Source: an optimization exercise on an open RTL-to-GDS flow (aim: small area, a short achievable clock period and few clock cycles per item). Production flows keep margins and buffers that such runs may drop. Function was checked by simulation only, so behaviour that the tests miss may differ from the original.

== run A ==
==> flow/design.v <==
`default_nettype none
module mod_vector_seq #(
  parameter int N  = 8,
  parameter int W  = 16,
  parameter int WW = 32,
  parameter int K  = 4
) (
  input  logic            clk,
  input  logic            rst,
  input  logic            in_valid,
  output logic            in_ready,
  input  logic [N*WW-1:0] in_vec,
  input  logic [W-1:0]    q_in,
  input  logic            signed_mode,
  output logic            out_valid,
  input  logic            out_ready,
  output logic [N*W-1:0]  out_vec,
  output logic            err
);
  localparam int G  = WW / K;            
  localparam int GL = (WW - W) / K;      
  localparam int GW = $clog2(G);
  logic [GW-1:0]  ld_cnt;                
  logic           act;                   
  logic           bb_v;                  
  logic           bb_last;               
  logic [K-1:0]   bb    [N];             
  logic [W-1:0]   q_r;                   
  logic [W-1:0]   nq1_r;                 
  logic           qz_r;                  
  logic           sm_r;                  
  logic           prim;                  
  logic [W-1:0]   r     [N];             
  logic [W-1:0]   rs    [N];             
  logic idle, stall, start, qlong, qzero;
  logic [GW-1:0] g0, ld_sel;
  assign stall  = out_valid & ~out_ready;
  assign idle   = ~act & ~bb_v;
  assign start  = idle & prim & ~stall;    
  assign qlong  = q_r[W-1];
  assign qzero  = (q_in == '0);
  assign g0     = qlong ? GW'(GL) : '0;
  assign ld_sel = idle ? g0 : ld_cnt;
  assign in_ready = act & (ld_cnt == GW'(G - 1));
  function automatic logic [W-1:0] step(input logic [W-1:0] rr,
                                        input logic         b,
                                        input logic [W-1:0] q);
    logic [W:0]   t;
    logic [W+1:0] s;
    t = {rr, b};
    s = {1'b0, t} + {2'b01, ~q} + 1'b1;
    step = s[W+1] ? s[W-1:0] : t[W-1:0];
  endfunction
  function automatic logic [W-1:0] step_n(input logic [W-1:0] rr,
                                          input logic         b,
                                          input logic [W-1:0] nq);
    logic [W:0]   t;
    logic [W+1:0] s;
    t = {rr, b};
    s = {1'b0, t} + {2'b01, nq} + 1'b1;
    step_n = s[W+1] ? s[W-1:0] : t[W-1:0];
  endfunction
  always_comb begin
    for (int i = 0; i < N; i++) begin
      logic [WW-1:0] x;
      logic          sneg, add;
      logic [W-1:0]  h, a;
      logic [W:0]    t;
      logic [W+1:0]  s;
      x    = in_vec[i*WW +: WW];
      sneg = sm_r & x[WW-1] & ~qz_r;       
      h    = qlong ? x[WW-1 -: W] : {W{sneg}};
      add  = idle & sneg;
      a    = r[i];
      a = step_n(a, bb[i][K-1] & ~qz_r, nq1_r);
      for (int j = K - 2; j >= 1; j--)
        a = step(a, bb[i][j] & ~qz_r, q_r);
      t    = idle ? {1'b0, h} : {a, bb[i][0] & ~qz_r};
      s    = {1'b0, t} + (add ? {2'b00, q_r} : {2'b01, ~q_r}) + {{(W+1){1'b0}}, ~add};
      rs[i] = (s[W+1] | add) ? s[W-1:0] : t[W-1:0];
    end
  end
  always_ff @(posedge clk) begin
    for (int i = 0; i < N; i++) begin
      bb[i] <= in_vec[i*WW + WW - 1 - int'(ld_sel) * K -: K];
      if (!stall)
        r[i] <= rs[i];
    end
    q_r  <= q_in;
    nq1_r <= ~q_in;
    qz_r <= qzero;
    sm_r <= signed_mode;
  end
  always_ff @(posedge clk or posedge rst) begin
    if (rst) begin
      act       <= 1'b0;
      bb_v      <= 1'b0;
      bb_last   <= 1'b0;
      prim      <= 1'b0;
      ld_cnt    <= '0;
      out_valid <= 1'b0;
      err       <= 1'b0;
    end else begin
      prim    <= in_valid;
      bb_v    <= start | act;
      bb_last <= act & (ld_cnt == GW'(G - 1));
      if (start) begin
        act    <= 1'b1;
        ld_cnt <= g0 + 1'b1;
      end else if (act) begin
        ld_cnt <= ld_cnt + 1'b1;
        if (ld_cnt == GW'(G - 1))
          act <= 1'b0;
      end
      if (out_valid && out_ready)
        out_valid <= 1'b0;
      if (bb_v && bb_last) begin
        out_valid <= 1'b1;
        err       <= qz_r;
      end
    end
  end
  always_comb
    for (int i = 0; i < N; i++)
      out_vec[i*W +: W] = r[i];
endmodule
`default_nettype wire
export LEC_CHECK = 0
export ABC_AREA = 1
export CAP_MARGIN = 30
export CORE_MARGIN = 2
export CORE_UTILIZATION = 40
export SLEW_MARGIN = 30
export TNS_END_PERCENT = 5
create_clock -name core_clock -period 22.0 [get_ports {clk}]
standard.sh (not shown) runs the stock make flow with config.mk's settings and CLKGATE_MAP_FILE= SYNTH_SCRIPT=/design/flow/synth_recipe.tcl, a recipe that flattens the netlist after the stock synthesis.
==> flow/flow/run.sh <==
#!/bin/bash
# Standard synthesis and layout, with these changes to how the layout is made:
# - port buffers use the plain buf_1 cell (every input and output port is
#   still buffered);
set -euo pipefail
export BUFFER_PORTS_ARGS="-buffer_cell sky130_fd_sc_hd__buf_1"
bash standard.sh SETUP_SLACK_MARGIN=13.5 MATCH_CELL_FOOTPRINT=0 \
  "BUFFER_PORTS_ARGS=-buffer_cell sky130_fd_sc_hd__buf_1" finish > standard_flow.log 2>&1
Run A: PASS, flow complete, no timing, DRC or antenna violations
Testbench counts of run A, summed over its fixed seeds: cycles 10,256, items 2,048.
> inputs changed (run A -> run B)
Settings: TNS_END_PERCENT no longer set, was 5.
==> comparison <==
Taking run A as 1.0, run B lands at 0.933 on number of gates on the worst path with buffers counted.
Taking run A as the reference, in run B layout-stage area growth over the synthesis result moved up, cell count shows no meaningful change, multi-input gate count was more or less identical.
In run B the register-to-register setup slack turned out 30 ps higher than in run A.
Between run A and run B, the relative slew slack is higher for run B.
Relative to run B, the following input files were edited for run C:
--- a/flow/flow/run.sh
+++ b/flow/flow/run.sh
@@ -5,4 +5,4 @@
 set -euo pipefail
 export BUFFER_PORTS_ARGS="-buffer_cell sky130_fd_sc_hd__buf_1"
-bash standard.sh SETUP_SLACK_MARGIN=13.5 MATCH_CELL_FOOTPRINT=0 \
+bash standard.sh SETUP_SLACK_MARGIN=13 MATCH_CELL_FOOTPRINT=0 \
   "BUFFER_PORTS_ARGS=-buffer_cell sky130_fd_sc_hd__buf_1" finish > standard_flow.log 2>&1
Findings:
As of run C, non-clock buffer count had fallen by a few percent compared to run B.
Run B has a lower final cycle utilization of the critical path than run C.
| multi-input combinational cell count | run C vs run B | ≈ equal |
For run C, the worst-path cell with the longest stage delay was sky130_fd_sc_hd__dfxtp_1, unlike run B, where it was sky130_fd_sc_hd__ha_2.
Relative to run B, the global routing usage on met3 of run C is higher by 2.0 points.
Run B has lower aggregate global-route resource usage than run C.

* * *

run 1:
Another version of the RTL of mod_vector_seq (not shown whole).
export LEC_CHECK = 0
export ABC_AREA = 1
export CAP_MARGIN = 20
export CORE_MARGIN = 2
export CORE_UTILIZATION = 40
export SLEW_MARGIN = 20
create_clock -name core_clock -period 22.0 [get_ports {clk}]
==> flow/flow/run.sh <==
#!/bin/bash
set -euo pipefail
bash standard.sh SETUP_SLACK_MARGIN=12 finish > standard_flow.log 2>&1
Testbench counts of run 1, summed over its fixed seeds: cycles 10,248, items 2,048.
What run 2 does differently from run 1 at the input level:
==> flow/flow/run.sh <==
#!/bin/bash
set -euo pipefail
bash standard.sh SETUP_SLACK_MARGIN=14.5 finish > standard_flow.log 2>&1
## What came out
For number of inserted filler cells in the final layout, dividing the value from run 1 by the value from run 2 gives 1.2.
In the reports for run 1 and run 2, the larger relative slew slack belongs to run 2.
Run 2 vs run 1: global placer's final weighted congestion up in run 2
Comparing run 1 and run 2, share of the final layout cell area in multi-input gates is lower on run 2.
Growth of design area from synthesis to finish: run 1 and run 2 compared, higher one is run 2
Smallest hold slack, run 1 and run 2, higher one = run 2.
| post-placement cell count | run 1 vs run 2 | ≈ equal |
Run 2 ends up with a total via count after detailed routing that is about 13% higher than in run 1.
Time the worst path needs with I/O delays and setup came out lower on run 2 than on run 1.
Here is what was changed in the inputs of run 3 compared with run 2.
- swapping 20 for 30 in CAP_MARGIN
- putting TNS_END_PERCENT at 5 where nothing was set
- swapping 20 for 30 in SLEW_MARGIN
==> flow/flow/run.sh <==
#!/bin/bash
# Standard synthesis and layout, with these changes to how the layout is made:
# - port buffers use the plain buf_1 cell (every input and output port is
#   still buffered);
set -euo pipefail
export BUFFER_PORTS_ARGS="-buffer_cell sky130_fd_sc_hd__buf_1"
bash standard.sh SETUP_SLACK_MARGIN=13 MATCH_CELL_FOOTPRINT=0 \
  "BUFFER_PORTS_ARGS=-buffer_cell sky130_fd_sc_hd__buf_1" finish > standard_flow.log 2>&1
[summary]
Relative to run 2, register-to-register slack decreased by 0.75 ns in run 3.
Sort run 2 and run 3 by post-route clock period utilization, descending, and run 3 comes first.
Compared with run 2, run 3 shows post-layout utilization of the core lower by 18 points.
Measured against run 2, the routed wire length of run 3 comes out at 0.862 times the reference value.
Higher shortest clock period the worst path allows after layout was reported by run 3, not run 2.
Run 3 vs. run 2: met3 track demand over resource now sits lower, final worst hold slack down 0.057 ns.
Modified inputs, run 4 compared to run 3
- changing CORE_UTILIZATION from 40 to 60
- removing TNS_END_PERCENT (formerly 5)
Notes after the runs:
Run 4 against run 3: net total in the final layout about even, number of clock buffers in the layout up 3. Measured against each other, run 3 and run 4 differ in minimum clock period after layout, the lower figure coming from run 3. Comparing the two runs side by side, run 4 comes out behind run 3 on worst setup slack. Tap cell count in run 4 is about 32% below run 3. Per the comparison of run 4 with run 3, area of the die now smaller; worst reg-to-reg path cell count now smaller. Wire length of the first global-routing pass ends up lower on run 4. Number of violations reported at the end of detailed-routing iteration 0 went up by more than a quarter going from run 3 to run 4.

* * *

## alpha
mod_vector_seq again, from the RTL that the note above started with.
clock: 22.0 ns
lec_check: 0
abc_area: 1
cap_margin: 20
core_margin: 2
core_utilization: 40
slew_margin: 20
==> flow/flow/run.sh <==
#!/bin/bash
# Standard synthesis and layout, with these changes to how the layout is made:
# - port buffers use the plain buf_1 cell (every input and output port is
#   still buffered);
set -euo pipefail
export BUFFER_PORTS_ARGS="-buffer_cell sky130_fd_sc_hd__buf_1"
bash standard.sh SETUP_SLACK_MARGIN=13 MATCH_CELL_FOOTPRINT=0 \
  "BUFFER_PORTS_ARGS=-buffer_cell sky130_fd_sc_hd__buf_1" finish > standard_flow.log 2>&1
Testbench counts of alpha, summed over its fixed seeds: cycles 10,248, items 2,048.
What beta does differently from alpha at the input level:
Settings: swapping 20 for 30 in SLEW_MARGIN; swapping 20 for 30 in CAP_MARGIN.
==> flow/flow/run.sh <==
#!/bin/bash
# Standard synthesis and layout, with these changes to how the layout is made:
# - port buffers use the plain buf_1 cell (every input and output port is
#   still buffered);
set -euo pipefail
export BUFFER_PORTS_ARGS="-buffer_cell sky130_fd_sc_hd__buf_1"
bash standard.sh SETUP_SLACK_MARGIN=12.5 MATCH_CELL_FOOTPRINT=0 \
  "BUFFER_PORTS_ARGS=-buffer_cell sky130_fd_sc_hd__buf_1" finish > standard_flow.log 2>&1
### Flow results
- In beta, the register-to-register path setup slack came out 0.37 ns below the value in alpha.
- Across both runs, met3 wire length was lower for beta than for alpha.
- Summary of beta over alpha: met2 layer wire length in the routed design decreased by about 2.1% relative to the old numbers; via count decreased by 797 relative to the old numbers.
- Summary: with alpha as the reference, path length in cells of the critical path in beta moved down by a little under 10%.
- beta did not stop at any stage, and its layout met the timing, DRC and antenna checks.
- Both conditions hold for alpha: the flow ran to the end and the final layout passed the timing, DRC and antenna checks.
- Between alpha and beta, the sum of buffers and inverters on the critical path is higher for alpha.
Inputs modified between beta and gamma:
Settings: changing SLEW_MARGIN from 30 to 20; changing CORE_UTILIZATION from 40 to 70; changing CAP_MARGIN from 30 to 20; setting PLACE_DENSITY to 0.85 for the first time.
==> flow/run.sh (new file) <==
#!/bin/bash
# synth_recipe.tcl (not shown) runs the flow's synth.tcl, then flattens the netlist and writes it again
# the make line also repeats each setting of config.mk as NAME=value (left out here)
make -C /OpenROAD-flow-scripts/flow DESIGN_CONFIG=/design/flow/config.mk WORK_HOME=/design/flow/orfs CLKGATE_MAP_FILE= SYNTH_SCRIPT=/design/flow/synth_recipe.tcl finish
removed: flow/flow/run.sh
removed: flow/standard.sh
Notes after the runs:
gamma went all the way through synthesis, placement and routing and the layout is clean on timing, DRC and antenna. gamma: ratio of cells with drive above 1 in the final layout is 1.2 points lower than what beta reported. After synthesis and placement, the instance count of gamma is below that of beta. Between gamma and beta, timing-limited maximum frequency is lower for gamma, beta comes in above that. [gamma] clock tree buffer count of the final layout rose 2 relative to beta. Worst max-slew margin expressed relative to the limit deteriorates in gamma relative to beta. Die: gamma smaller than beta. Of gamma and beta, beta shows the higher setup slack, with gamma below it. Reported for gamma and beta, TritonCTS sink count turned out identical to the last digit. Diff beta -> gamma: global-route usage has increased, first-pass GRT wire length has decreased.
diff inputs: gamma => delta
Settings: CORE_UTILIZATION changed from 70 to 40; SLEW_MARGIN changed from 20 to 30; PLACE_DENSITY removed (was 0.85); CAP_MARGIN changed from 20 to 30.
==> flow/flow/run.sh (new file) <==
#!/bin/bash
# Standard synthesis and layout, with these changes to how the layout is made:
# - port buffers use the plain buf_1 cell (every input and output port is
#   still buffered);
set -euo pipefail
export BUFFER_PORTS_ARGS="-buffer_cell sky130_fd_sc_hd__buf_1"
bash standard.sh SETUP_SLACK_MARGIN=13 MATCH_CELL_FOOTPRINT=0 \
  "BUFFER_PORTS_ARGS=-buffer_cell sky130_fd_sc_hd__buf_1" finish > standard_flow.log 2>&1
==> flow/standard.sh (new file) <==
#!/bin/bash
# synth_recipe.tcl (not shown) runs the flow's synth.tcl, then flattens the netlist and writes it again
# the make line also repeats each setting of config.mk as NAME=value (left out here)
make -C /OpenROAD-flow-scripts/flow DESIGN_CONFIG=/design/flow/config.mk WORK_HOME=/design/flow/orfs CLKGATE_MAP_FILE= SYNTH_SCRIPT=/design/flow/synth_recipe.tcl "${@:-finish}"
removed: flow/run.sh
==> notes.md <==
delta did not stop at any stage, and its layout met the timing, DRC and antenna checks.
Final worst-path cycle share in delta vs gamma: down 9.9 points
As far as flip-flop and latch share of the layout cell area is concerned, gamma and delta perform about the same.
delta vs gamma on via count: delta is the lower one.
Taking gamma as the reference, in delta clock network area share closely matched the old numbers; buffer share of cell area decreased by 2.8 points relative to the old numbers; number of clock-tree buffers in the layout decreased by 2 relative to the old numbers; overall routed net length increased by about 15% relative to the old numbers.
When delta is measured against gamma, its least setup slack across all paths after layout turns out 2.17 ns higher.
For final estimated routing congestion in global placement, dividing the value from gamma by the value from delta gives 1.06.
The following lists how epsilon was set up differently from delta:
Settings: a change of SLEW_MARGIN from 30 to 20; a change of CAP_MARGIN from 30 to 20.
==> flow/run.sh (new file) <==
#!/bin/bash
# synth_recipe.tcl (not shown) runs the flow's synth.tcl, then flattens the netlist and writes it again
# the make line also repeats each setting of config.mk as NAME=value (left out here)
make -C /OpenROAD-flow-scripts/flow DESIGN_CONFIG=/design/flow/config.mk WORK_HOME=/design/flow/orfs CLKGATE_MAP_FILE= SYNTH_SCRIPT=/design/flow/synth_recipe.tcl finish
removed: flow/flow/run.sh
removed: flow/standard.sh
==> comparison <==
Result for delta and epsilon: all clean
On epsilon: non-clock buffer count is 111 lower than what delta gave.
| wire length | higher: epsilon |
The final reports for epsilon and delta show worst setup margin lower in the former.
Total count of hold-check failures in the final report delta (delta -> epsilon): insignificant
Against delta, epsilon comes in 134 lower on post-route non-filler standard cell count.
delta → epsilon: time the worst path needs with I/O delays and setup picked up an extra 2.18 ns; share of the final layout cell area in multi-input gates lost 2.2 points.

## afterwards: timing with drivers on the ports
In the flow no input, the clock included, has a driving cell. The finished layouts below were timed again as built, in two steps. Step 1 (the two cells are an assumption about what drives the block):
set clk [get_ports {clk}]
set_driving_cell -lib_cell sky130_fd_sc_hd__clkbuf_16 $clk
set_driving_cell -lib_cell sky130_fd_sc_hd__buf_2 [delete_from_list [all_inputs] $clk]
Step 2 moves the port delays by t, midway between the first and last clock arrival at a register: inputs arrive t later, outputs are due t later. That takes back most of the time a late clock gives input paths. Three values: ideal, step 1, step 2; two values: the first two.
run | shift t [ns] | slack for setup (ns) | worst hold slack (ns) | worst setup path at the end | cell pins on the clock port's net
run A | 0.715 | 13.718 / 13.718 / 13.548 | 0.507 / 0.507 / 0.507 | input to register | 1
run B | 0.721 | 13.751 / 13.751 / 13.507 | 0.505 / 0.505 / 0.505 | input to register | 1
run C | 0.732 | 13.495 / 13.495 / 13.408 | 0.498 / 0.498 / 0.498 | input to register | 1
run 1 | 0.595 | 12.493 / 12.493 / 12.493 | 0.531 / 0.531 / 0.531 | register to register | 1
run 2 | 0.605 | 14.141 / 14.141 / 13.826 | 0.574 / 0.574 / 0.574 | input to register | 1
run 3 | 0.599 | 13.395 / 13.395 / 12.954 | 0.517 / 0.517 / 0.517 | input to register | 1
run 4 | 0.597 | 13.379 / 13.379 / 12.928 | 0.513 / 0.513 / 0.513 | input to register | 1
alpha | 0.605 | 13.440 / 13.440 / 12.965 | 0.508 / 0.508 / 0.508 | input to register | 1
beta | 0.597 | 13.067 / 13.067 / 12.901 | 0.512 / 0.512 / 0.512 | input to register | 1
gamma | 0.547 | 11.268 / 11.268 / 11.268 | 0.493 / 0.493 / 0.493 | register to register | 1
delta | 0.596 | 13.441 / 13.441 / 12.951 | 0.513 / 0.513 / 0.513 | input to register | 1
epsilon | 0.593 | 11.264 / 11.264 / 11.264 | 0.525 / 0.525 / 0.525 | register to register | 1
After both steps every run listed still meets setup and hold. The setup slack of delta, which loses most, moves by 0.000 ns with the drivers and by -0.490 ns with both steps.
